From an optimization exercise on the open Yosys and OpenROAD flow, aimed at small area, a short achievable clock period and few clock cycles per item; shortcuts taken in it are not production practice.
Function was not checked in any run shown here: the RTL went through the layout flow alone.
Power and IR drop assume default switching activity.

===== flow/design.v =====
module mult_stream_mac #(
    parameter int DATA_WIDTH = 8,
    parameter int MAP_SIZE = 32,
    parameter int LANES = 32,
    localparam int BEATS = MAP_SIZE * MAP_SIZE / LANES,
    localparam int ACC_WIDTH = 2 * DATA_WIDTH + $clog2(BEATS)
) (
    input  logic                         clk,
    input  logic                         rst_n,
    input  logic                         mode,
    input  logic                         in_valid,
    output logic                         in_ready,
    input  logic [LANES*DATA_WIDTH-1:0]  a,
    input  logic [LANES*DATA_WIDTH-1:0]  b,
    output logic                         out_valid,
    input  logic                         out_ready,
    output logic [LANES*ACC_WIDTH-1:0]   out_data,
    output logic                         out_last
);
    localparam int CW = (BEATS > 1) ? $clog2(BEATS) : 1;
    localparam logic [CW-1:0] LAST_CNT = CW'(BEATS - 1);
    localparam int CSW = 25;    
    logic [CW-1:0]               r_cnt;
    logic                        r_map_mode;
    logic [LANES*CSW-1:0]        r_cs;
    logic                        r_v1, r_last1, r_mode1;
    logic [LANES*ACC_WIDTH-1:0]  r_res;
    logic                        r_out_valid, r_out_last;
    localparam int NK = 6;         
    logic [NK-1:0]               r_keep;
    logic [NK-1:0]               w_keep_nxt;
    logic                        w_stall, w_take, w_adv, w_kn, w_mode;
    assign w_stall   = r_out_valid & ~out_ready;
    assign in_ready  = ~w_stall;
    assign w_take    = in_valid & ~w_stall;
    assign w_mode    = (r_cnt == '0) ? mode : r_map_mode;
    assign w_adv     = r_v1 & ~w_stall;
    assign w_kn      = r_map_mode & (r_cnt != '0);
    assign w_keep_nxt[0] = w_kn;
    assign w_keep_nxt[1] = w_kn & in_valid;
    assign w_keep_nxt[2] = w_kn | ~in_valid;
    assign w_keep_nxt[3] = ~w_kn;
    assign w_keep_nxt[4] = ~(w_kn & in_valid);
    assign w_keep_nxt[5] = ~(w_kn | ~in_valid);
    assign out_valid = r_out_valid;
    assign out_data  = r_res;
    assign out_last  = r_out_last;
    for (genvar i = 0; i < LANES; i++) begin : g_lane
        logic [CSW-1:0]       w_cs;
        logic [ACC_WIDTH-1:0] w_r, w_s;
        mult_stream_mac_pp u_pp (
            .x(a[i*DATA_WIDTH +: DATA_WIDTH]), .y(b[i*DATA_WIDTH +: DATA_WIDTH]), .cs(w_cs)
        );
        localparam int K = i * NK / LANES;
        logic w_keep;
        assign w_keep = (K >= NK / 2) ? ~r_keep[K] : r_keep[K];
        assign w_r = w_keep ? r_res[i*ACC_WIDTH +: ACC_WIDTH] : '0;
        mult_stream_mac_acc u_acc (.cs(r_cs[i*CSW +: CSW]), .r(w_r), .s(w_s));
        always_ff @(posedge clk) begin
            if (w_take) r_cs[i*CSW +: CSW] <= w_cs;
            if (w_adv) r_res[i*ACC_WIDTH +: ACC_WIDTH] <= w_s;
        end
    end
    always_ff @(posedge clk or negedge rst_n) begin
        if (!rst_n) begin
            r_cnt       <= '0;
            r_map_mode  <= 1'b0;
            r_v1        <= 1'b0;
            r_last1     <= 1'b0;
            r_mode1     <= 1'b0;
            r_keep      <= '0;
            r_out_valid <= 1'b0;
            r_out_last  <= 1'b0;
        end else begin
            if (w_take) begin
                r_cnt <= (r_cnt == LAST_CNT) ? '0 : r_cnt + CW'(1);
                if (r_cnt == '0) r_map_mode <= mode;
            end
            if (!w_stall) begin
                r_v1        <= in_valid;
                r_last1     <= (r_cnt == LAST_CNT);
                r_mode1     <= w_mode;
                r_keep      <= w_keep_nxt;
                r_out_valid <= w_adv & (~r_mode1 | r_last1);
                r_out_last  <= r_mode1 | r_last1;
            end
        end
    end
endmodule
module mult_stream_mac_pp (
    input  logic [7:0] x,
    input  logic [7:0] y,
    output logic [24:0] cs
);
    logic m1;
    logic m2;
    logic m3;
    logic m4;
    logic m5;
    logic m6;
    logic m7;
    logic m8;
    logic m9;
    logic m10;
    logic m11;
    logic m12;
    logic m13;
    logic m14;
    logic m15;
    logic m16;
    logic m17;
    logic m18;
    logic m19;
    logic m20;
    logic m21;
    logic m22;
    logic m23;
    logic m24;
    logic m25;
    logic m26;
    logic m27;
    logic m28;
    logic m29;
    logic m30;
    logic m31;
    logic m32;
    logic m33;
    logic m34;
    logic m35;
    logic m36;
    logic m37;
    logic m38;
    logic m39;
    logic m40;
    logic m41;
    logic m42;
    logic m43;
    logic m44;
    logic m45;
    logic m46;
    logic m47;
    logic m48;
    logic m49;
    logic m50;
    logic m51;
    logic m52;
    logic m53;
    logic m54;
    logic m55;
    logic m56;
    logic m57;
    logic m58;
    logic m59;
    logic m60;
    logic m61;
    logic m62;
    logic m63;
    logic m64;
    logic m65;
    logic m66;
    logic m67;
    logic m68;
    logic m69;
    logic m70;
    logic m71;
    logic m72;
    logic m73;
    logic m74;
    logic m75;
    logic m76;
    logic m77;
    logic m78;
    logic m79;
    logic m80;
    logic m81;
    logic m82;
    logic m83;
    logic m84;
    logic m85;
    logic m86;
    logic m87;
    logic m88;
    logic m89;
    logic m90;
    logic m91;
    logic m92;
    logic m93;
    logic m94;
    logic m95;
    logic m96;
    logic m97;
    logic m98;
    logic m99;
    logic m100;
    logic m101;
    logic m102;
    logic m103;
    logic m104;
    logic m105;
    logic m106;
    logic m107;
    logic m108;
    logic m109;
    logic m110;
    logic m111;
    logic m112;
    logic m113;
    logic m114;
    logic m115;
    logic m116;
    logic m117;
    logic m118;
    logic m119;
    logic m120;
    logic m121;
    logic m122;
    logic m123;
    logic m124;
    logic m125;
    logic m126;
    logic m127;
    logic m128;
    logic m129;
    logic m130;
    logic m131;
    logic m132;
    logic m133;
    logic m134;
    logic m135;
    logic m136;
    logic m137;
    logic m138;
    logic m139;
    logic m140;
    logic m141;
    logic m142;
    logic m143;
    logic m144;
    logic m145;
    logic m146;
    logic m147;
    logic m148;
    logic m149;
    logic m150;
    logic m151;
    logic m152;
    logic m153;
    logic m154;
    logic m155;
    logic m156;
    logic m157;
    logic m158;
    logic m159;
    logic m160;
    logic m161;
    logic m162;
    logic m163;
    logic m164;
    logic m165;
    logic m166;
    logic m167;
    logic m168;
    logic m169;
    logic m170;
    logic m171;
    logic m172;
    logic m173;
    logic m174;
    logic m175;
    logic m176;
    assign m1 = x[0] & y[0];
    assign m2 = x[0] & y[1];
    assign m3 = x[0] & y[2];
    assign m4 = x[0] & y[3];
    assign m5 = x[0] & y[4];
    assign m6 = x[0] & y[5];
    assign m7 = x[0] & y[6];
    assign m8 = ~(x[0] & y[7]);
    assign m9 = x[1] & y[0];
    assign m10 = x[1] & y[1];
    assign m11 = x[1] & y[2];
    assign m12 = x[1] & y[3];
    assign m13 = x[1] & y[4];
    assign m14 = x[1] & y[5];
    assign m15 = x[1] & y[6];
    assign m16 = ~(x[1] & y[7]);
    assign m17 = x[2] & y[0];
    assign m18 = x[2] & y[1];
    assign m19 = x[2] & y[2];
    assign m20 = x[2] & y[3];
    assign m21 = x[2] & y[4];
    assign m22 = x[2] & y[5];
    assign m23 = x[2] & y[6];
    assign m24 = ~(x[2] & y[7]);
    assign m25 = x[3] & y[0];
    assign m26 = x[3] & y[1];
    assign m27 = x[3] & y[2];
    assign m28 = x[3] & y[3];
    assign m29 = x[3] & y[4];
    assign m30 = x[3] & y[5];
    assign m31 = x[3] & y[6];
    assign m32 = ~(x[3] & y[7]);
    assign m33 = x[4] & y[0];
    assign m34 = x[4] & y[1];
    assign m35 = x[4] & y[2];
    assign m36 = x[4] & y[3];
    assign m37 = x[4] & y[4];
    assign m38 = x[4] & y[5];
    assign m39 = x[4] & y[6];
    assign m40 = ~(x[4] & y[7]);
    assign m41 = x[5] & y[0];
    assign m42 = x[5] & y[1];
    assign m43 = x[5] & y[2];
    assign m44 = x[5] & y[3];
    assign m45 = x[5] & y[4];
    assign m46 = x[5] & y[5];
    assign m47 = x[5] & y[6];
    assign m48 = ~(x[5] & y[7]);
    assign m49 = x[6] & y[0];
    assign m50 = x[6] & y[1];
    assign m51 = x[6] & y[2];
    assign m52 = x[6] & y[3];
    assign m53 = x[6] & y[4];
    assign m54 = x[6] & y[5];
    assign m55 = x[6] & y[6];
    assign m56 = ~(x[6] & y[7]);
    assign m57 = ~(x[7] & y[0]);
    assign m58 = ~(x[7] & y[1]);
    assign m59 = ~(x[7] & y[2]);
    assign m60 = ~(x[7] & y[3]);
    assign m61 = ~(x[7] & y[4]);
    assign m62 = ~(x[7] & y[5]);
    assign m63 = ~(x[7] & y[6]);
    assign m64 = x[7] & y[7];
    assign m65 = m2 ^ m9;
    assign m66 = m2 & m9;
    assign m67 = m3 ^ m10 ^ m17;
    assign m68 = (m3 ^ m10) ? m17 : m3;
    assign m69 = m66 ^ m67;
    assign m70 = m66 & m67;
    assign m71 = m4 ^ m11 ^ m18;
    assign m72 = (m4 ^ m11) ? m18 : m4;
    assign m73 = m25 ^ m68 ^ m71;
    assign m74 = (m25 ^ m68) ? m71 : m25;
    assign m75 = m70 ^ m73;
    assign m76 = m70 & m73;
    assign m77 = m5 ^ m12 ^ m19;
    assign m78 = (m5 ^ m12) ? m19 : m5;
    assign m79 = m26 ^ m33 ^ m72;
    assign m80 = (m26 ^ m33) ? m72 : m26;
    assign m81 = m77 ^ m74 ^ m79;
    assign m82 = (m77 ^ m74) ? m79 : m77;
    assign m83 = m76 ^ m81;
    assign m84 = m76 & m81;
    assign m85 = m6 ^ m13 ^ m20;
    assign m86 = (m6 ^ m13) ? m20 : m6;
    assign m87 = m27 ^ m34 ^ m41;
    assign m88 = (m27 ^ m34) ? m41 : m27;
    assign m89 = m78 ^ m85 ^ m87;
    assign m90 = (m78 ^ m85) ? m87 : m78;
    assign m91 = m80 ^ m89 ^ m82;
    assign m92 = (m80 ^ m89) ? m82 : m80;
    assign m93 = m7 ^ m14 ^ m21;
    assign m94 = (m7 ^ m14) ? m21 : m7;
    assign m95 = m28 ^ m35 ^ m42;
    assign m96 = (m28 ^ m35) ? m42 : m28;
    assign m97 = m49 ^ m86 ^ m88;
    assign m98 = (m49 ^ m86) ? m88 : m49;
    assign m99 = m93 ^ m95 ^ m90;
    assign m100 = (m93 ^ m95) ? m90 : m93;
    assign m101 = m97 ^ m99;
    assign m102 = m97 & m99;
    assign m103 = m8 ^ m15 ^ m22;
    assign m104 = (m8 ^ m15) ? m22 : m8;
    assign m105 = m29 ^ m36 ^ m43;
    assign m106 = (m29 ^ m36) ? m43 : m29;
    assign m107 = m50 ^ m57 ^ m94;
    assign m108 = (m50 ^ m57) ? m94 : m50;
    assign m109 = m96 ^ m103 ^ m105;
    assign m110 = (m96 ^ m103) ? m105 : m96;
    assign m111 = m98 ^ m107 ^ m109;
    assign m112 = (m98 ^ m107) ? m109 : m98;
    assign m113 = m100 ^ m111;
    assign m114 = m100 & m111;
    assign m115 = ~(m16 ^ m23);
    assign m116 = m16 | m23;
    assign m117 = m30 ^ m37 ^ m44;
    assign m118 = (m30 ^ m37) ? m44 : m30;
    assign m119 = m51 ^ m58 ^ m104;
    assign m120 = (m51 ^ m58) ? m104 : m51;
    assign m121 = m106 ^ m115 ^ m117;
    assign m122 = (m106 ^ m115) ? m117 : m106;
    assign m123 = m108 ^ m110 ^ m119;
    assign m124 = (m108 ^ m110) ? m119 : m108;
    assign m125 = m121 ^ m112 ^ m123;
    assign m126 = (m121 ^ m112) ? m123 : m121;
    assign m127 = m24 ^ m31 ^ m38;
    assign m128 = (m24 ^ m31) ? m38 : m24;
    assign m129 = m45 ^ m52 ^ m59;
    assign m130 = (m45 ^ m52) ? m59 : m45;
    assign m131 = m116 ^ m118 ^ m127;
    assign m132 = (m116 ^ m118) ? m127 : m116;
    assign m133 = m129 ^ m120 ^ m122;
    assign m134 = (m129 ^ m120) ? m122 : m129;
    assign m135 = m131 ^ m124 ^ m133;
    assign m136 = (m131 ^ m124) ? m133 : m131;
    assign m137 = m32 ^ m39 ^ m46;
    assign m138 = (m32 ^ m39) ? m46 : m32;
    assign m139 = m53 ^ m60 ^ m128;
    assign m140 = (m53 ^ m60) ? m128 : m53;
    assign m141 = m130 ^ m137 ^ m132;
    assign m142 = (m130 ^ m137) ? m132 : m130;
    assign m143 = m139 ^ m134 ^ m141;
    assign m144 = (m139 ^ m134) ? m141 : m139;
    assign m145 = m40 ^ m47 ^ m54;
    assign m146 = (m40 ^ m47) ? m54 : m40;
    assign m147 = m61 ^ m138 ^ m145;
    assign m148 = (m61 ^ m138) ? m145 : m61;
    assign m149 = m140 ^ m147 ^ m142;
    assign m150 = (m140 ^ m147) ? m142 : m140;
    assign m151 = m48 ^ m55 ^ m62;
    assign m152 = (m48 ^ m55) ? m62 : m48;
    assign m153 = m146 ^ m151 ^ m148;
    assign m154 = (m146 ^ m151) ? m148 : m146;
    assign m155 = m56 ^ m63 ^ m152;
    assign m156 = (m56 ^ m63) ? m152 : m56;
    assign m157 = m84 ^ m91;
    assign m158 = m84 & m91;
    assign m159 = m92 ^ m101;
    assign m160 = m92 & m101;
    assign m161 = m102 ^ m113;
    assign m162 = m102 & m113;
    assign m163 = m114 ^ m125;
    assign m164 = m114 & m125;
    assign m165 = m126 ^ m135;
    assign m166 = m126 & m135;
    assign m167 = m136 ^ m143;
    assign m168 = m136 & m143;
    assign m169 = m144 ^ m149;
    assign m170 = m144 & m149;
    assign m171 = m150 ^ m153;
    assign m172 = m150 & m153;
    assign m173 = m154 ^ m155;
    assign m174 = m154 & m155;
    assign m175 = m64 ^ m156;
    assign m176 = m64 & m156;
    assign cs[0] = m1;
    assign cs[1] = m65;
    assign cs[2] = m69;
    assign cs[3] = m75;
    assign cs[4] = m83;
    assign cs[5] = m157;
    assign cs[6] = m158;
    assign cs[7] = m159;
    assign cs[8] = m160;
    assign cs[9] = m161;
    assign cs[10] = m162;
    assign cs[11] = m163;
    assign cs[12] = m164;
    assign cs[13] = m165;
    assign cs[14] = m166;
    assign cs[15] = m167;
    assign cs[16] = m168;
    assign cs[17] = m169;
    assign cs[18] = m170;
    assign cs[19] = m171;
    assign cs[20] = m172;
    assign cs[21] = m173;
    assign cs[22] = m174;
    assign cs[23] = m175;
    assign cs[24] = m176;
endmodule
module mult_stream_mac_acc (
    input  logic [24:0] cs,
    input  logic [20:0] r,
    output logic [20:0] s
);
    logic t1;
    logic t2;
    logic t3;
    logic t4;
    logic t5;
    logic t6;
    logic t7;
    logic t8;
    logic t9;
    logic t10;
    logic t11;
    logic t12;
    logic t13;
    logic t14;
    logic t15;
    logic t16;
    logic t17;
    logic t18;
    logic t19;
    logic t20;
    logic t21;
    logic t22;
    logic t23;
    logic t24;
    logic t25;
    logic t26;
    logic t27;
    logic t28;
    logic t29;
    logic t30;
    logic t31;
    logic t32;
    logic t33;
    logic t34;
    logic t35;
    logic t36;
    logic t37;
    logic t38;
    logic t39;
    logic t40;
    logic t41;
    logic t42;
    logic t43;
    logic t44;
    logic t45;
    logic t46;
    logic t47;
    logic t48;
    logic t49;
    logic t50;
    logic t51;
    logic t52;
    logic t53;
    logic t54;
    logic t55;
    logic t56;
    logic t57;
    logic t58;
    logic t59;
    logic t60;
    logic t61;
    logic t62;
    logic t63;
    logic t64;
    logic t65;
    logic t66;
    logic t67;
    logic t68;
    logic t69;
    logic t70;
    logic t71;
    logic t72;
    logic t73;
    logic t74;
    logic t75;
    logic t76;
    logic t77;
    logic t78;
    logic t79;
    logic t80;
    logic t81;
    logic t82;
    logic t83;
    logic t84;
    logic t85;
    logic t86;
    logic t87;
    logic t88;
    logic t89;
    logic t90;
    logic t91;
    logic t92;
    logic t93;
    logic t94;
    logic t95;
    logic t96;
    logic t97;
    logic t98;
    logic t99;
    logic t100;
    logic t101;
    logic t102;
    logic t103;
    logic t104;
    logic t105;
    logic t106;
    logic t107;
    logic t108;
    logic t109;
    logic t110;
    logic t111;
    logic t112;
    logic t113;
    logic t114;
    logic t115;
    logic t116;
    logic t117;
    logic t118;
    logic t119;
    logic t120;
    logic t121;
    logic t122;
    logic t123;
    logic t124;
    logic t125;
    logic t126;
    logic t127;
    logic t128;
    logic t129;
    logic t130;
    logic t131;
    logic t132;
    logic t133;
    logic t134;
    logic t135;
    logic t136;
    logic t137;
    logic t138;
    logic t139;
    logic t140;
    logic t141;
    logic t142;
    logic t143;
    logic t144;
    logic t145;
    logic t146;
    logic t147;
    logic t148;
    logic t149;
    logic t150;
    logic t151;
    logic t152;
    assign t1 = r[5] ^ cs[5];
    assign t2 = cs[6] | (r[5] & cs[5]);
    assign t3 = r[6] ^ cs[7];
    assign t4 = cs[8] | (r[6] & cs[7]);
    assign t5 = r[7] ^ cs[9];
    assign t6 = cs[10] | (r[7] & cs[9]);
    assign t7 = r[8] ^ cs[11];
    assign t8 = cs[12] | (r[8] & cs[11]);
    assign t9 = r[9] ^ cs[13];
    assign t10 = cs[14] | (r[9] & cs[13]);
    assign t11 = r[10] ^ cs[15];
    assign t12 = cs[16] | (r[10] & cs[15]);
    assign t13 = r[11] ^ cs[17];
    assign t14 = cs[18] | (r[11] & cs[17]);
    assign t15 = r[12] ^ cs[19];
    assign t16 = cs[20] | (r[12] & cs[19]);
    assign t17 = r[13] ^ cs[21];
    assign t18 = cs[22] | (r[13] & cs[21]);
    assign t19 = r[14] ^ cs[23];
    assign t20 = cs[24] | (r[14] & cs[23]);
    assign t21 = ~t20;
    assign t22 = ~r[16];
    assign t23 = ~r[17];
    assign t24 = ~r[18];
    assign t25 = ~r[19];
    assign t26 = ~r[20];
    assign t27 = cs[0] & r[0];
    assign t28 = cs[0] ^ r[0];
    assign t29 = cs[1] & r[1];
    assign t30 = cs[1] ^ r[1];
    assign t31 = cs[2] & r[2];
    assign t32 = cs[2] ^ r[2];
    assign t33 = cs[3] & r[3];
    assign t34 = cs[3] ^ r[3];
    assign t35 = cs[4] & r[4];
    assign t36 = cs[4] ^ r[4];
    assign t37 = t1 & 1'b0;
    assign t38 = t1 ^ 1'b0;
    assign t39 = t2 & t3;
    assign t40 = t2 ^ t3;
    assign t41 = t4 & t5;
    assign t42 = t4 ^ t5;
    assign t43 = t6 & t7;
    assign t44 = t6 ^ t7;
    assign t45 = t8 & t9;
    assign t46 = t8 ^ t9;
    assign t47 = t10 & t11;
    assign t48 = t10 ^ t11;
    assign t49 = t12 & t13;
    assign t50 = t12 ^ t13;
    assign t51 = t14 & t15;
    assign t52 = t14 ^ t15;
    assign t53 = t16 & t17;
    assign t54 = t16 ^ t17;
    assign t55 = t18 & t19;
    assign t56 = t18 ^ t19;
    assign t57 = t21 & r[15];
    assign t58 = t21 ^ r[15];
    assign t59 = t20 & t22;
    assign t60 = t20 ^ t22;
    assign t61 = r[16] & t23;
    assign t62 = r[16] ^ t23;
    assign t63 = r[17] & t24;
    assign t64 = r[17] ^ t24;
    assign t65 = r[18] & t25;
    assign t66 = r[18] ^ t25;
    assign t67 = r[19] & t26;
    assign t68 = r[19] ^ t26;
    assign t69 = t29 | (t30 & t27);
    assign t70 = t30 & t28;
    assign t71 = t33 | (t34 & t31);
    assign t72 = t34 & t32;
    assign t73 = t37 | (t38 & t35);
    assign t74 = t38 & t36;
    assign t75 = t41 | (t42 & t39);
    assign t76 = t42 & t40;
    assign t77 = t45 | (t46 & t43);
    assign t78 = t46 & t44;
    assign t79 = t49 | (t50 & t47);
    assign t80 = t50 & t48;
    assign t81 = t53 | (t54 & t51);
    assign t82 = t54 & t52;
    assign t83 = t57 | (t58 & t55);
    assign t84 = t58 & t56;
    assign t85 = t61 | (t62 & t59);
    assign t86 = t62 & t60;
    assign t87 = t65 | (t66 & t63);
    assign t88 = t66 & t64;
    assign t89 = t31 | (t32 & t69);
    assign t90 = t32 & t70;
    assign t91 = t71 | (t72 & t69);
    assign t92 = t72 & t70;
    assign t93 = t39 | (t40 & t73);
    assign t94 = t40 & t74;
    assign t95 = t75 | (t76 & t73);
    assign t96 = t76 & t74;
    assign t97 = t47 | (t48 & t77);
    assign t98 = t48 & t78;
    assign t99 = t79 | (t80 & t77);
    assign t100 = t80 & t78;
    assign t101 = t55 | (t56 & t81);
    assign t102 = t56 & t82;
    assign t103 = t83 | (t84 & t81);
    assign t104 = t84 & t82;
    assign t105 = t63 | (t64 & t85);
    assign t106 = t64 & t86;
    assign t107 = t87 | (t88 & t85);
    assign t108 = t88 & t86;
    assign t109 = t35 | (t36 & t91);
    assign t110 = t36 & t92;
    assign t111 = t73 | (t74 & t91);
    assign t112 = t74 & t92;
    assign t113 = t93 | (t94 & t91);
    assign t114 = t94 & t92;
    assign t115 = t95 | (t96 & t91);
    assign t116 = t96 & t92;
    assign t117 = t51 | (t52 & t99);
    assign t118 = t52 & t100;
    assign t119 = t81 | (t82 & t99);
    assign t120 = t82 & t100;
    assign t121 = t101 | (t102 & t99);
    assign t122 = t102 & t100;
    assign t123 = t103 | (t104 & t99);
    assign t124 = t104 & t100;
    assign t125 = t67 | (t68 & t107);
    assign t126 = t68 & t108;
    assign t127 = t43 | (t44 & t115);
    assign t128 = t44 & t116;
    assign t129 = t77 | (t78 & t115);
    assign t130 = t78 & t116;
    assign t131 = t97 | (t98 & t115);
    assign t132 = t98 & t116;
    assign t133 = t99 | (t100 & t115);
    assign t134 = t100 & t116;
    assign t135 = t117 | (t118 & t115);
    assign t136 = t118 & t116;
    assign t137 = t119 | (t120 & t115);
    assign t138 = t120 & t116;
    assign t139 = t121 | (t122 & t115);
    assign t140 = t122 & t116;
    assign t141 = t123 | (t124 & t115);
    assign t142 = t124 & t116;
    assign t143 = t59 | (t60 & t141);
    assign t144 = t60 & t142;
    assign t145 = t85 | (t86 & t141);
    assign t146 = t86 & t142;
    assign t147 = t105 | (t106 & t141);
    assign t148 = t106 & t142;
    assign t149 = t107 | (t108 & t141);
    assign t150 = t108 & t142;
    assign t151 = t125 | (t126 & t141);
    assign t152 = t126 & t142;
    assign s[0] = t28;
    assign s[1] = t30 ^ t27;
    assign s[2] = t32 ^ t69;
    assign s[3] = t34 ^ t89;
    assign s[4] = t36 ^ t91;
    assign s[5] = t38 ^ t109;
    assign s[6] = t40 ^ t111;
    assign s[7] = t42 ^ t113;
    assign s[8] = t44 ^ t115;
    assign s[9] = t46 ^ t127;
    assign s[10] = t48 ^ t129;
    assign s[11] = t50 ^ t131;
    assign s[12] = t52 ^ t133;
    assign s[13] = t54 ^ t135;
    assign s[14] = t56 ^ t137;
    assign s[15] = t58 ^ t139;
    assign s[16] = t60 ^ t141;
    assign s[17] = t62 ^ t143;
    assign s[18] = t64 ^ t145;
    assign s[19] = t66 ^ t147;
    assign s[20] = t68 ^ t149;
endmodule

===== flow/flow/run.sh =====
#!/bin/bash
# The standard layout, with plain buffers (buf_1) rather than delay cells on the ports; ORFS's
# resizer sizes them afterwards as it does every cell. Each step's log is in orfs/logs/.
set -euo pipefail
bash standard.sh "BUFFER_PORTS_ARGS=-buffer_cell sky130_fd_sc_hd__buf_1" finish > standard.log 2>&1

===== flow/standard.sh =====
#!/bin/bash
# synth_recipe.tcl (not shown) runs the flow's synth.tcl, then flattens the netlist and writes it again
# the make line also repeats each setting of config.mk as NAME=value (left out here)
make -C /OpenROAD-flow-scripts/flow DESIGN_CONFIG=/design/flow/config.mk WORK_HOME=/design/flow/orfs CLKGATE_MAP_FILE= SYNTH_SCRIPT=/design/flow/synth_recipe.tcl "${@:-finish}"

===== flow/config.mk =====
export PLATFORM = sky130hd
export DESIGN_NAME = mult_stream_mac
export DESIGN_NICKNAME = mult_stream_mac
export VERILOG_FILES = /design/flow/design.v
export SDC_FILE = /design/flow/constraint.sdc
export NUM_CORES = 4
export LEC_CHECK = 0
export CAP_MARGIN = 20
export CORE_MARGIN = 2
export CORE_UTILIZATION = 40
export SETUP_SLACK_MARGIN = 4.0
export SLEW_MARGIN = 20

===== flow/constraint.sdc =====
create_clock -name core_clock -period 7.2 [get_ports {clk}]
set_input_delay 1.4400 -clock core_clock [delete_from_list [all_inputs] [get_ports {clk}]]
set_output_delay 1.4400 -clock core_clock [all_outputs]
set_load 0.01 [all_outputs]

==> out/summary.txt, run 1 <==
==================================================================================
Hold-fix buffers, CTS                                                            0
Final critical path time including I/O delays and setup                    3560 ps
Tot GR Track Use                                                             21.6%
Synth top area share                                                         32.7%
Final HPWL from detailed placement                                       276000 um
Routed length per placed instance                                          19.2 um
Library cell appearing most often on the critical path                      a21o_1
GR Util met2                                                                 35.8%
Worst IR drop on VDD                                                        246 uV
Type of the tightest min-delay check                                       reg2reg
DRC                                                                              0
Post-DRT Antenna Nets                                                            0
Data arrival at the endpoint of the critical path                          4180 ps
Sequential element share of the synthesized area                             33.0%
Highest Clock Rate                                                       0.281 GHz
Launching element of the worst setup path                                r_keep[0]
RR Startpoint                                                            r_keep[0]
Top area cells in the synthesized netlist                             edfxtp_1 (33%), ha_1 (13%), xnor2_1 (13%)
Wire length of the first global-routing pass                             581000 um
Clk slew on worst S/H paths                                                  60 ps
Die area                                                                343000 um2
Worst-path cell chain                                                 buf_12 -> buf_16 -> and2_4 -> fa_2 -> a21o_1 -> a21o_1 -> a2111oi_4 -> buf_4 -> buf_6 -> o21ai_2 -> a21oi_2 -> nor2b_2 -> o31a_1
CP bufs+invs                                                                     4
Number of top-level design ports                                              1192
Violation count after the first detailed-routing iteration                    5046
Final cycle utilization of the critical path                                 49.4%
Register-to-Register Path Depth                                                 13
CTS tree                                                                      done
Status                                            no timing/DRC/antenna violations
Largest stage delay on the critical path                                    630 ps
Peak-usage layer in the global routing report                                 met2
Die Span Y                                                                  586 um
Setup violators final                                                            0
Critical path fanouts, max                                                       8
Number of flops mapped to enable cells by yosys                               1472
Remaining max-slew budget at the tightest pin                                30.6%
Power per standard cell area                                            425 nW/um2
Core area                                                               337000 um2
Met1 Resource Use GR                                                         26.9%
Synthesized netlist net count                                                16000
Cell taking the most area after synthesis                                 edfxtp_1
Clock tree root driver cell                                              clkbuf_16
TritonCTS Buffers                                                              190
Initial core utilization                                                     40.2%
Maximum number of pins on one net before global-route repair                   131
Fraction of layout instances using a drive strength above 1                  18.4%
Clock insertion delay at the later pin of the skew report                   930 ps
Post-Route Skew                                                            82.6 ps
Max Transition Viols Final                                                       0
Area added between synthesis and finish                                      22.9%
Total via count in the routed design                                        104000
Ys flop type                                                              edfxtp_1
Max Cap Viol                                                                     0
Cell area after layout                                                  166000 um2
Fraction of registers with async set/reset                                   1.14%
Rows                                                                           213
Maximum clock path buffer count                                                  4
Fin nets                                                                     17700
Count of different cell masters after synthesis                                 74
Area of placed instances                                                144000 um2
Flops & latches, synth                                                        1489
Number of levels in the clock H-tree                                             4
Met3 usage                                                                   5.48%
Measured slew at the worst slew-check pin                                  1040 ps
Startpoint of the most critical hold path                               r_out_last
Setup repair after global routing missed its margin                            yes
Family of cells with the greatest summed delay on the critical path   compound AO/OA/AOI/OAI gates
Placer Congestion                                                            0.874
Crit path kind                                                             reg2reg
Die width                                                                   586 um
Final hold violation count                                                       0
Endpoint class of the critical path                                       register
Final global-route overflow total                                                0
Reg2Reg Capture Point                                                    r_res[14]
Iteration count of the initial detailed-routing pass                             6
Via count of the first global-routing pass                                   99900
Initial antenna violation count                                                125
Num Clock Sinks                                                               1489
End point of the most critical hold path                                r_out_last
Layout Utilization                                                           49.4%
Slowest library cell on the worst path                                     dfrtp_4
Post-synthesis cell area                                                135000 um2
Most frequently used cell type in the post-synthesis netlist               nand2_1
Commonest cells in the synthesized netlist                            nand2_1 (2230), xnor2_1 (1963), edfxtp_1 (1472)
P_leak                                                                     65.4 nW
Mapped Avg Cell Area                                                      9.72 um2
Count of yosys warnings during synthesis                                         1
IO Port Bufs                                                                  1191
Routed via count divided by cell count                                        5.11
Worst Setup Start Kind                                                    register
Required @ worst endpoint                                                  7820 ps
FF-to-FF setup slack                                                       3640 ps
Synthesized instance count                                                   13900
Total length of routed wires                                             390000 um
Cell depth of the worst min-delay path                                           2
==================================================================================
[layout make-up]
| type | count | area (um2) |
|---|---|---|
| fillers | 30700 | 170000 |
| multi-input cells | 11300 | 95000 |
| flip-flops and latches | 1489 | 44700 |
| repair buffers | 1832 | 12300 |
| well taps | 4515 | 5650 |
| clock buffers | 225 | 4910 |
| inverters | 689 | 2600 |
| clock inverters | 120 | 1110 |
| diodes | 60 | 150 |
[sequential cells by signal (all words and copies together) (netlist names)]
| name | count |
|---|---|
| r_cnt | 5 |
| r_cs | 800 |
| r_keep | 6 |
| r_last1 | 1 |
| r_map_mode | 1 |
| r_mode1 | 1 |
| r_out_last | 1 |
| r_out_valid | 1 |
| r_res | 672 |
| r_v1 | 1 |
[worst reg2reg max path, cell delays in order, from the launching register on]
cell and delay (ps):
dfrtp_4 630, buf_12 290, buf_16 150, and2_4 150, fa_2 360, a21o_1 190, a21o_1 220, a2111oi_4 420
buf_4 200, buf_6 100, o21ai_2 70, a21oi_2 190, nor2b_2 70, o31a_1 280
[worst max path at each step]
| stage | slack (ps) | to | depth (start not counted) |
|---|---|---|---|
| final | 3640 | r_res[14] | 13 |
| after floorplan | -7110 | r_cs[0] | 5 |
| after detailed placement | 2650 | r_cs[133] | 7 |
| after global placement | 2690 | r_cs[132] | 7 |
| after global routing | 3530 | r_res[58] | 13 |
| after CTS | 3660 | r_res[59] | 12 |
[power breakdown]
group	internal, mW	total (mW)	switching, mW
Sequential	15.7	17.7	1.99
Combinational	21.2	43.6	22.3
Clock	5.31	9.46	4.15
Total	42.2	70.7	28.5
[repair_timing]
| item | in CTS | in global routing |
|---|---|---|
| resized for setup | 1065 | 1033 |
| pin swaps | 494 | 675 |
| buffers inserted | 345 | 200 |
| gates cloned | 42 | 10 |
| endpoints found under the setup margin | 1255 | 509 |
[layer usage]
metal  vias to the layer above  wire [um]  part of all wire [%]
met3                       692      27600                   7.1
met5                         -        639                  0.16
met1                     49800     164000                    42
met2                      2253     181000                    46
li1                      50700          -                     -
met4                        96      16400                   4.2
[cell families after synthesis]
group	Yosys count	synth area share, %
muxes	9	0.0749
DFF	1489	33.0
buffers and inverters	1097	3.39
and+or+nand+nor	4398	15.4
AOI/OAI and AO/OA	1671	7.68
adders and majority gates	2431	21.9
xor gates and xnor gates	2823	18.5
[through the flow]
stage,hold WS (ps),setup slack (ps),instances,power [mW],setup TNS (ps)
after CTS,414,3660,20000,65.8,0
after global routing,480,3530,20200,75.8,0
after floorplan,450,-7110,13900,40.1,-5716020
final,474,3640,20300,70.7,0
after detailed placement,472,2650,19300,48.2,0
after global placement,466,2690,19300,47.7,0
[placed cells by master, fill, tap and decap left out, types with 68 or more instances in the layout]
| master | netlist | final |
|---|---|---|
| nand2_1 | 2230 | 2216 |
| xor2_1 | 823 | 822 |
| nor2b_1 | 388 | 275 |
| clkbuf_2 | 28 | 216 |
| nand2b_1 | 132 | 121 |
| o21a_1 | 108 | 84 |
| o21ai_0 | 400 | 367 |
| nor2_1 | 434 | 416 |
| ha_4 | 0 | 340 |
| maj3_2 | 118 | 118 |
| fa_1 | 160 | 92 |
| buf_6 | 9 | 136 |
| buf_4 | 31 | 364 |
| xnor2_1 | 1963 | 1927 |
| inv_1 | 686 | 657 |
| maj3_1 | 710 | 710 |
| a21o_1 | 226 | 220 |
| clkbuf_16 | 0 | 200 |
| nor2b_4 | 0 | 75 |
| or2_2 | 352 | 201 |
| and2_4 | 4 | 69 |
| edfxtp_1 | 1472 | 1472 |
| or2_4 | 0 | 151 |
| ha_1 | 1443 | 1052 |
| o21ai_1 | 140 | 133 |
| a21oi_2 | 0 | 162 |
| fa_2 | 0 | 68 |
| buf_1 | 2 | 938 |
| and2_1 | 642 | 577 |
| a21oi_1 | 437 | 222 |
==> run 2: changes to the inputs <==
--- a/flow/design.v
+++ b/flow/design.v
@@ -336,48 +336,29 @@
     assign m66 = m2 & m9;
-    assign m67 = m3 ^ m10 ^ m17;
-    assign m68 = (m3 ^ m10) ? m17 : m3;
+    assign {m68, m67} = {1'b0, m3} + {1'b0, m10} + {1'b0, m17};
     assign m69 = m66 ^ m67;
     assign m70 = m66 & m67;
-    assign m71 = m4 ^ m11 ^ m18;
-    assign m72 = (m4 ^ m11) ? m18 : m4;
-    assign m73 = m25 ^ m68 ^ m71;
-    assign m74 = (m25 ^ m68) ? m71 : m25;
+    assign {m72, m71} = {1'b0, m4} + {1'b0, m11} + {1'b0, m18};
+    assign {m74, m73} = {1'b0, m25} + {1'b0, m68} + {1'b0, m71};
     assign m75 = m70 ^ m73;
     assign m76 = m70 & m73;
-    assign m77 = m5 ^ m12 ^ m19;
-    assign m78 = (m5 ^ m12) ? m19 : m5;
-    assign m79 = m26 ^ m33 ^ m72;
-    assign m80 = (m26 ^ m33) ? m72 : m26;
-    assign m81 = m77 ^ m74 ^ m79;
-    assign m82 = (m77 ^ m74) ? m79 : m77;
+    assign {m78, m77} = {1'b0, m5} + {1'b0, m12} + {1'b0, m19};
+    assign {m80, m79} = {1'b0, m26} + {1'b0, m33} + {1'b0, m72};
+    assign {m82, m81} = {1'b0, m77} + {1'b0, m74} + {1'b0, m79};
     assign m83 = m76 ^ m81;
     assign m84 = m76 & m81;
-    assign m85 = m6 ^ m13 ^ m20;
-    assign m86 = (m6 ^ m13) ? m20 : m6;
-    assign m87 = m27 ^ m34 ^ m41;
-    assign m88 = (m27 ^ m34) ? m41 : m27;
-    assign m89 = m78 ^ m85 ^ m87;
-    assign m90 = (m78 ^ m85) ? m87 : m78;
-    assign m91 = m80 ^ m89 ^ m82;
-    assign m92 = (m80 ^ m89) ? m82 : m80;
-    assign m93 = m7 ^ m14 ^ m21;
-    assign m94 = (m7 ^ m14) ? m21 : m7;
-    assign m95 = m28 ^ m35 ^ m42;
-    assign m96 = (m28 ^ m35) ? m42 : m28;
-    assign m97 = m49 ^ m86 ^ m88;
-    assign m98 = (m49 ^ m86) ? m88 : m49;
-    assign m99 = m93 ^ m95 ^ m90;
-    assign m100 = (m93 ^ m95) ? m90 : m93;
+    assign {m86, m85} = {1'b0, m6} + {1'b0, m13} + {1'b0, m20};
+    assign {m88, m87} = {1'b0, m27} + {1'b0, m34} + {1'b0, m41};
+    assign {m90, m89} = {1'b0, m78} + {1'b0, m85} + {1'b0, m87};
+    assign {m92, m91} = {1'b0, m80} + {1'b0, m89} + {1'b0, m82};
+    assign {m94, m93} = {1'b0, m7} + {1'b0, m14} + {1'b0, m21};
+    assign {m96, m95} = {1'b0, m28} + {1'b0, m35} + {1'b0, m42};
+    assign {m98, m97} = {1'b0, m49} + {1'b0, m86} + {1'b0, m88};
+    assign {m100, m99} = {1'b0, m93} + {1'b0, m95} + {1'b0, m90};
     assign m101 = m97 ^ m99;
     assign m102 = m97 & m99;
-    assign m103 = m8 ^ m15 ^ m22;
-    assign m104 = (m8 ^ m15) ? m22 : m8;
-    assign m105 = m29 ^ m36 ^ m43;
-    assign m106 = (m29 ^ m36) ? m43 : m29;
-    assign m107 = m50 ^ m57 ^ m94;
-    assign m108 = (m50 ^ m57) ? m94 : m50;
-    assign m109 = m96 ^ m103 ^ m105;
-    assign m110 = (m96 ^ m103) ? m105 : m96;
-    assign m111 = m98 ^ m107 ^ m109;
-    assign m112 = (m98 ^ m107) ? m109 : m98;
+    assign {m104, m103} = {1'b0, m8} + {1'b0, m15} + {1'b0, m22};
+    assign {m106, m105} = {1'b0, m29} + {1'b0, m36} + {1'b0, m43};
+    assign {m108, m107} = {1'b0, m50} + {1'b0, m57} + {1'b0, m94};
+    assign {m110, m109} = {1'b0, m96} + {1'b0, m103} + {1'b0, m105};
+    assign {m112, m111} = {1'b0, m98} + {1'b0, m107} + {1'b0, m109};
     assign m113 = m100 ^ m111;
@@ -386,42 +367,22 @@
     assign m116 = m16 | m23;
-    assign m117 = m30 ^ m37 ^ m44;
-    assign m118 = (m30 ^ m37) ? m44 : m30;
-    assign m119 = m51 ^ m58 ^ m104;
-    assign m120 = (m51 ^ m58) ? m104 : m51;
-    assign m121 = m106 ^ m115 ^ m117;
-    assign m122 = (m106 ^ m115) ? m117 : m106;
-    assign m123 = m108 ^ m110 ^ m119;
-    assign m124 = (m108 ^ m110) ? m119 : m108;
-    assign m125 = m121 ^ m112 ^ m123;
-    assign m126 = (m121 ^ m112) ? m123 : m121;
-    assign m127 = m24 ^ m31 ^ m38;
-    assign m128 = (m24 ^ m31) ? m38 : m24;
-    assign m129 = m45 ^ m52 ^ m59;
-    assign m130 = (m45 ^ m52) ? m59 : m45;
-    assign m131 = m116 ^ m118 ^ m127;
-    assign m132 = (m116 ^ m118) ? m127 : m116;
-    assign m133 = m129 ^ m120 ^ m122;
-    assign m134 = (m129 ^ m120) ? m122 : m129;
-    assign m135 = m131 ^ m124 ^ m133;
-    assign m136 = (m131 ^ m124) ? m133 : m131;
-    assign m137 = m32 ^ m39 ^ m46;
-    assign m138 = (m32 ^ m39) ? m46 : m32;
-    assign m139 = m53 ^ m60 ^ m128;
-    assign m140 = (m53 ^ m60) ? m128 : m53;
-    assign m141 = m130 ^ m137 ^ m132;
-    assign m142 = (m130 ^ m137) ? m132 : m130;
-    assign m143 = m139 ^ m134 ^ m141;
-    assign m144 = (m139 ^ m134) ? m141 : m139;
-    assign m145 = m40 ^ m47 ^ m54;
-    assign m146 = (m40 ^ m47) ? m54 : m40;
-    assign m147 = m61 ^ m138 ^ m145;
-    assign m148 = (m61 ^ m138) ? m145 : m61;
-    assign m149 = m140 ^ m147 ^ m142;
-    assign m150 = (m140 ^ m147) ? m142 : m140;
-    assign m151 = m48 ^ m55 ^ m62;
-    assign m152 = (m48 ^ m55) ? m62 : m48;
-    assign m153 = m146 ^ m151 ^ m148;
-    assign m154 = (m146 ^ m151) ? m148 : m146;
-    assign m155 = m56 ^ m63 ^ m152;
-    assign m156 = (m56 ^ m63) ? m152 : m56;
+    assign {m118, m117} = {1'b0, m30} + {1'b0, m37} + {1'b0, m44};
+    assign {m120, m119} = {1'b0, m51} + {1'b0, m58} + {1'b0, m104};
+    assign {m122, m121} = {1'b0, m106} + {1'b0, m115} + {1'b0, m117};
+    assign {m124, m123} = {1'b0, m108} + {1'b0, m110} + {1'b0, m119};
+    assign {m126, m125} = {1'b0, m121} + {1'b0, m112} + {1'b0, m123};
+    assign {m128, m127} = {1'b0, m24} + {1'b0, m31} + {1'b0, m38};
+    assign {m130, m129} = {1'b0, m45} + {1'b0, m52} + {1'b0, m59};
+    assign {m132, m131} = {1'b0, m116} + {1'b0, m118} + {1'b0, m127};
+    assign {m134, m133} = {1'b0, m129} + {1'b0, m120} + {1'b0, m122};
+    assign {m136, m135} = {1'b0, m131} + {1'b0, m124} + {1'b0, m133};
+    assign {m138, m137} = {1'b0, m32} + {1'b0, m39} + {1'b0, m46};
+    assign {m140, m139} = {1'b0, m53} + {1'b0, m60} + {1'b0, m128};
+    assign {m142, m141} = {1'b0, m130} + {1'b0, m137} + {1'b0, m132};
+    assign {m144, m143} = {1'b0, m139} + {1'b0, m134} + {1'b0, m141};
+    assign {m146, m145} = {1'b0, m40} + {1'b0, m47} + {1'b0, m54};
+    assign {m148, m147} = {1'b0, m61} + {1'b0, m138} + {1'b0, m145};
+    assign {m150, m149} = {1'b0, m140} + {1'b0, m147} + {1'b0, m142};
+    assign {m152, m151} = {1'b0, m48} + {1'b0, m55} + {1'b0, m62};
+    assign {m154, m153} = {1'b0, m146} + {1'b0, m151} + {1'b0, m148};
+    assign {m156, m155} = {1'b0, m56} + {1'b0, m63} + {1'b0, m152};
     assign m157 = m84 ^ m91;
--- a/flow/config.mk
+++ b/flow/config.mk
@@ -10,3 +10,3 @@
 export CORE_UTILIZATION = 40
-export SETUP_SLACK_MARGIN = 4.0
+export SETUP_SLACK_MARGIN = 3.6
 export SLEW_MARGIN = 20
==> run 2 against run 1 <==
- still clean on timing, DRC and antenna
- first-iteration DRC count fell by 0.57%
- synthesized area fell by 6.7%
- synthesized cell count shrank 18%
- worst hold slack improved by 8.3 ps
- register-to-register slack got worse by 70 ps
- flip-flop and latch count unchanged
- non-clock buffer count decreased by 416
- final cell count down 16%
- power decreased by 15%
- critical endpoint is now r_res[352]
- largest power group unchanged
==> out/summary.txt, run 2 <==
===========================================================================
Tot GR Track Use                                                      21.3%   -0.24 points
Final TNS setup                                                        0 ps   unchanged
Post-DRT Antenna Nets                                                     0   unchanged
Via count of the first global-routing pass                            87800   -12%
Most frequently used cell type in the post-synthesis netlist          inv_1
Flops & latches, synth                                                 1489   unchanged
TritonCTS Buffers                                                       190   unchanged
Synth top area share                                                  35.0%   +2.3 points
Count of different cell masters after synthesis                          67   -9.5%
Power per standard cell area                                     405 nW/um2   -4.8%
Post-Route Skew                                                     62.1 ps   -20.5 ps
Wire length on met1                                               145000 um   -12%
Routed via count divided by cell count                                 4.95   -3.1%
Top area cells in the synthesized netlist                      edfxtp_1 (35%), fa_1 (22%), ha_1 (14%)
Critical path fanouts, max                                                8   unchanged
Uppermost signal routing layer after detailed routing                  met5
Final critical path time including I/O delays and setup             3630 ps   +73.1 ps
Die Span Y                                                           566 um   -3.4%
Hold-fix buffers, CTS                                                     0   unchanged
Maximum number of pins on one net before global-route repair            164   +25%
Count of yosys warnings during synthesis                                  1   unchanged
Measured slew at the worst slew-check pin                           1020 ps   -20.5 ps
IO Port Bufs                                                           1191   unchanged
Final HPWL from detailed placement                                264000 um   -4.3%
Fraction of registers with async set/reset                            1.14%   unchanged
Wire length of the first global-routing pass                      528000 um   -9.2%
FF-to-FF setup slack                                                3570 ps   -70 ps
Ys flop type                                                       edfxtp_1
Sequential cell area                                              44700 um2   unchanged
Total length of routed wires                                      349000 um   -11%
Crit path kind                                                      reg2reg
Number of flops mapped to enable cells by yosys                        1472   unchanged
Die width                                                            566 um   -3.4%
Most used cells in the layout excluding fill and tap cells     inv_1 (1892), nand2_1 (1567), edfxtp_1 (1472)
Endpoint class of the critical path                                register
Largest regs                                                   r_cs: 800 flops, r_res: 672 flops, r_keep: 6 flops
Fraction of layout instances using a drive strength above 1           12.5%   -5.9 points
Synthesized instance count                                            11400   -18%
DRC                                                                       0   unchanged
Core area                                                        314000 um2   -6.6%
Filler cell count in the final layout                                 29200   -5.1%
Total via count in the routed design                                  84700   -18%
Mapped Avg Cell Area                                               11.1 um2   +14%
Post-synthesis cell area                                         126000 um2   -6.7%
Initial antenna violation count                                          91   -27%
Number of flip-flops under the largest register name                    800   unchanged
Worst Setup Start Kind                                             register
Leading cell type in the layout, fill and taps excluded               inv_1
Worst IR drop on VDD                                                 281 uV   +15%
Highest Clock Rate                                                0.275 GHz   -2.0%
Clk slew on worst S/H paths                                           60 ps   about the same
Remaining max-slew budget at the tightest pin                         32.0%   +1.4 points
Met3 routed WL                                                     28400 um   +3.0%
Final cycle utilization of the critical path                          50.4%   +1.0 points
Fin nets                                                              16100   -8.6%
Maximum clock path buffer count                                           4   unchanged
Initial core utilization                                              40.2%   about the same
Reg with most FFs                                                      r_cs
Clock insertion delay at the later pin of the skew report            880 ps   -50 ps
Layout Utilization                                                    47.0%   -2.4 points
Wire length on met2                                               160000 um   -12%
Area added between synthesis and finish                               17.1%
Clock tree root driver cell                                       clkbuf_16
CTS tree                                                               done
Required @ worst endpoint                                           7820 ps   about the same
Commonest cells in the synthesized netlist                     inv_1 (1900), nand2_1 (1577), edfxtp_1 (1472)
Violation count after the first detailed-routing iteration             5017   -0.57%
Die area                                                         320000 um2   -6.6%
P_leak                                                              66.4 nW   +1.6%
Final global-route overflow total                                         0   unchanged
Setup repair after global routing missed its margin                     yes
Routed length per placed instance                                   20.4 um   +5.9%
Data arrival at the endpoint of the critical path                   4250 ps   +70 ps
Cell taking the most area after synthesis                          edfxtp_1
Num Clock Sinks                                                        1489   unchanged
Number of levels in the clock H-tree                                      4   unchanged
Synthesized netlist net count                                         14700   -8.2%
Max Transition Viols Final                                                0   unchanged
Rows                                                                    206   -3.3%
Placer Congestion                                                     0.918   +5.1%
Type of the tightest min-delay check                                reg2reg
Number of top-level design ports                                       1192   unchanged
Multi-input gate area in the final layout                         77000 um2   -19%
Max Cap Viol                                                              0   unchanged
Sequential element share of the synthesized area                      35.3%   +2.4 points
Iteration count of the initial detailed-routing pass                      7   +1
Final hold violation count                                                0   unchanged
Setup violators final                                                     0   unchanged
Status                                     no timing/DRC/antenna violations
===========================================================================
## run 2: critical path, cell delays in order, from the launching register on
cell and delay [ps]:
dfrtp_4 440, buf_12 160, buf_6 120, buf_12 130, nor2b_4 50, ha_4 140
or2_4 230, ha_4 300, nand3_4 80, nor3_4 320, o2111ai_2 200, a21oi_4 240
o21a_1 170, o21a_1 180, nor2_2 60, fa_2 510, inv_1 30
## run 2: cell families after synthesis
family	share of synthesized area (%)
AOI/OAI and AO/OA	4.01
buffers and inverters	6.25
and+or+nand+nor	14.7
xor gates and xnor gates	3.06
DFF	35.3
muxes	0.00891
adders and majority gates	36.6
## run 2: area by class of cell
cell class / count / area share, %
clock inverter: 106 / 0.644
timing repair buffer: 1416 / 5.30
inverter: 1901 / 4.84
antenna: 42 / 0.0710
tap: 4160 / 3.52
multi-input combinational: 7762 / 52.0
clock buffer: 235 / 3.40
sequential: 1489 / 30.2
## run 2: through the flow
| step | std cells | instance area [um2] | power, mW | setup slack [ps] | hold slack (ps) |
|---|---|---|---|---|---|
| 2_1_floorplan | 11400 | 126000 | 37.0 | 261 | 450 |
| 3_3_place_gp | 16500 | 136000 | 45.5 | 2500 | 450 |
| 3_5_place_dp | 16500 | 136000 | 46.0 | 2450 | 468 |
| 4_1_cts | 17000 | 144000 | 57.9 | 3540 | 480 |
| 5_1_grt | 17100 | 148000 | 64.9 | 3470 | 520 |
| 6_report | 17100 | 148000 | 59.9 | 3570 | 483 |
## run 2: metal layers
metal	track usage (%)	up-vias
met5	0	-
met4	8.34	90
met3	6.13	593
met2	34.0	2260
met1	27.4	42300
li1	-	39400
## run 2: power breakdown
group	total [mW]	internal [mW]	leakage [nW]	switching, mW
logic	32.9	14.2	49.1	18.6
clock network	9.45	5.45	2.93	3.99
registers	17.5	15.7	14.4	1.88
total	59.9	35.3	66.4	24.5
## run 2: timing repair
item                       in CTS  in global routing
setup endpoints to repair     809                312
cloned                         12                 14
resized for setup             268                676
pin swaps                      77                220
setup buffers                  87                 75
## run 2: final timing paths
path | from | end | cells past startpoint
setup reg to reg | r_keep[3] | r_res[352] | 16
setup / recovery | r_keep[3] | r_res[352] | 16
max in group asynchronous | rst_n | r_keep[5] | 1
hold reg to reg | r_out_last | r_out_last | 2
min in group asynchronous | rst_n | r_cnt[1] | 1
hold / removal | r_out_last | r_out_last | 2

## what the ideal ports hide
In the flow no input, the clock included, has a driving cell. The finished layouts below were timed again as built, in two steps.
Step 1 (the two cells are an assumption about what drives the block):
set clk [get_ports {clk}]
set_driving_cell -lib_cell sky130_fd_sc_hd__clkbuf_16 $clk
set_driving_cell -lib_cell sky130_fd_sc_hd__buf_2 [delete_from_list [all_inputs] $clk]
Step 2 adds t to the input delays and takes it off the output delays; t is the mean of the earliest and latest rising clock arrival at the registers after step 1. Input paths then give back, and output paths get back, about the clock's delay inside the block.
Three values: ideal, step 1, step 2; two values: the first two.
| run | t, ns | setup slack, ns | worst setup path at the end | worst register clock-pin slew, ns | worst slew at a driven data input, ns |
|---|---|---|---|---|---|
| run 1 | 0.990 | 3.642 / 3.642 / 2.991 | input to register | 0.07 / 0.07 | 0.32 |
| run 2 | 0.957 | 3.569 / 3.569 / 2.632 | input to register | 0.07 / 0.07 | 0.22 |
After both steps every run listed still meets setup and hold. For run 2, which loses most, drivers alone change the setup slack by 0.000 ns; drivers and shift together by -0.937 ns.
